This is an optimization exercise on Yosys and OpenROAD, whose aim is small area, a short achievable clock period and few clock cycles, not a production implementation. In this exercise RTL edits were held to simulation tests only and were not proved equivalent to the original. No activity file was given, so power comes from the tool's default toggle rates.

Setup of v18:
Design conv_feeder, start of the top module:
module conv_feeder (
	input  logic        clk,
	input  logic        rst,
	input  logic        i_start,
	input  logic [5:0]  i_cols,
	input  logic [5:0]  i_rows,
	input  logic        i_stride,
	input  logic        i_valid,
	input  logic [31:0] i_data,
	output logic        o_full,
	output logic        o_valid,
	output logic [31:0] o_lane_data,
	output logic        o_done
);
	logic       busy;
	logic [5:0] g_cm1;  
	logic [5:0] g_rm1;  
	logic       g_s2;
	logic [4:0] g_ocm1;  
	logic acc_all;   
	logic acc_all2;  
	logic        s_v;
	logic [31:0] s_d;
	logic [5:0]  p_row;
	logic [5:0]  p_col;
	logic [4:0]  p_d;  
	logic [4:0] tau;
	logic [4:0] e_d;  
	logic       e_odd;  
	logic [4:0] x_rem;  
	logic [4:0] y_rem;  
	logic       last_x;
	logic       last_y;
	logic [1:0] e_r;  
	logic [1:0] e_c;  
	logic       e_done;
	logic [31:0] bw [3];
	logic [1:0]  b_cnt;
	logic [1:0]  b_lag;  
	logic m_wr_en;  
	logic [31:0] ring_a [32];
	logic [31:0] ring_b [32];
	logic idle;
	logic start;
	assign idle = !busy || (e_done && acc_all2);
	assign start = idle && i_start;
	logic [4:0] d;     
	assign d = e_d;
	logic t_is_b;  
	assign t_is_b = !g_s2 && e_odd;
	logic fill_done;  
	logic b_eq;
	logic bw_ok;
	assign b_eq = (b_lag == 2'd0);
	assign bw_ok = (b_cnt == 2'd3) && b_eq;
	logic emit;
	always_comb begin
		emit = 1'b0;
		if (busy && !e_done) begin
			case (e_r)
				2'd0: emit = fill_done && (d[2:0] == 3'd3);
				2'd1: emit = bw_ok && (d[2:0] == 3'd0);
				default: emit = bw_ok;
			endcase
		end
	end
	logic win_end;
  ...
make LEC_CHECK=0 CAP_MARGIN=20 CORE_MARGIN=2 CORE_UTILIZATION=40 CTS_CLUSTER_DIAMETER=120 CTS_CLUSTER_SIZE=30 SETUP_SLACK_MARGIN=3.7 SLEW_MARGIN=20 TNS_END_PERCENT=5 finish   # period 6.0 ns
run.sh (not shown) runs the stock make flow with config.mk's settings and CLKGATE_MAP_FILE= SYNTH_SCRIPT=/design/flow/synth_recipe.tcl, a recipe that flattens the netlist after the stock synthesis.
Testbench counts of v18, summed over its fixed seeds: cycles 114,913.
Inputs modified between v18 and v34:
Settings: removing TNS_END_PERCENT (formerly 5).
==> run summary <==
No stage failed in v34, and the final checks on the layout all came back clean.
As far as share of power burned in the clock network is concerned, v18 and v34 perform about the same.
Comparing share of final-layout standard cells stronger than drive strength 1 for v34 and v18, the smaller number came from v18.
Route | v34 vs v18 | wire longer in v34
v34 vs. v18: maximum fanout encountered on the critical timing path went down by 16.
sky130_fd_sc_hd__edfxtp_1 as the worst-path cell with the longest stage delay was reported by v18, and sky130_fd_sc_hd__dfxtp_4 by v34.
In the metrics for v34 and v18, the one carrying the lower number of cells on the critical path is v34.
Timing-limited maximum frequency: v34 vs v18 up 1.6%
Changes observed in v34 relative to v18: sequential share of layout area decreased 1.1 points; post-detailed-placement cell area rose by about 0.4%; minimum period implied by the final worst setup slack now smaller.
The total global routing track utilization was comparable across v34 and v18.
Non-clock buffer count sits higher in v34 than in v18.
--- input diff v34..v2 ---
Settings: TNS_END_PERCENT now 20, previously not set.
## What came out
v2 completed; timing, DRC and antenna clean
The number of fill cells in the layout of v34 and that of v2 are within noise of each other.
Vias: v2 fewer than v34
For data arrival time of the critical path, v2 and v34 come out practically identical.
Slew at the pin with the worst max-slew slack in v2 vs v34: down 0.024 ns
v2 vs v34: final wirelength down in v2
v2: layout overhead on the synthesized area 1.6 points below v34
Measured against each other, v2 and v34 differ in delay of the slowest cell on the worst path, the lower figure coming from v2.
Between v34 and v2, the flow reports footprint of the multi-input gates decreasing by a few percent.
Compared to v34, v2 has switching part of the total power 0.35 points lower.
Setup changes, v2 to v32
Settings: changing SETUP_SLACK_MARGIN from 3.7 to 3.5; removing TNS_END_PERCENT (formerly 20).
==> comparison <==
The part of the total power dissipated in combinational logic of v32 is higher than that of v2. v2 -> v32: flip-flop and latch count delta 0, exact match. v32 -> v2: filler-free cell count of the finished design flat. Slowest cell on the critical path = sky130_fd_sc_hd__dfxtp_2: v2; slowest cell on the critical path = sky130_fd_sc_hd__clkdlybuf4s50_1: v32.

[re-timing with driven ports]
In the flow no input, the clock included, has a driving cell. The finished layouts below were timed again as built, in two steps.
Step 1: set_driving_cell puts a clkbuf_16 on clk and a buf_2 on each other input, an assumption about the parent block.
Step 2 moves the port delays by t, midway between the first and last clock arrival at a register: inputs arrive t later, outputs are due t later. That takes back most of the time a late clock gives input paths.
a / b / c = ideal / step 1 / step 2; a / b = the first two.
| run | t, ns | setup WS [ns] | clock arrival spread, ns |
|---|---|---|---|
| v18 | 0.790 | 3.517 / 3.500 / 2.822 | 0.028 / 0.028 |
| v34 | 0.788 | 3.556 / 3.481 / 3.004 | 0.058 / 0.059 |
| v2 | 0.791 | 3.573 / 3.498 / 2.974 | 0.030 / 0.030 |
| v32 | 0.798 | 3.489 / 3.490 / 2.740 | 0.048 / 0.048 |
After both steps every run listed still meets setup and hold. For v32, which loses most, drivers alone change the setup slack by +0.001 ns; drivers and shift together by -0.749 ns.
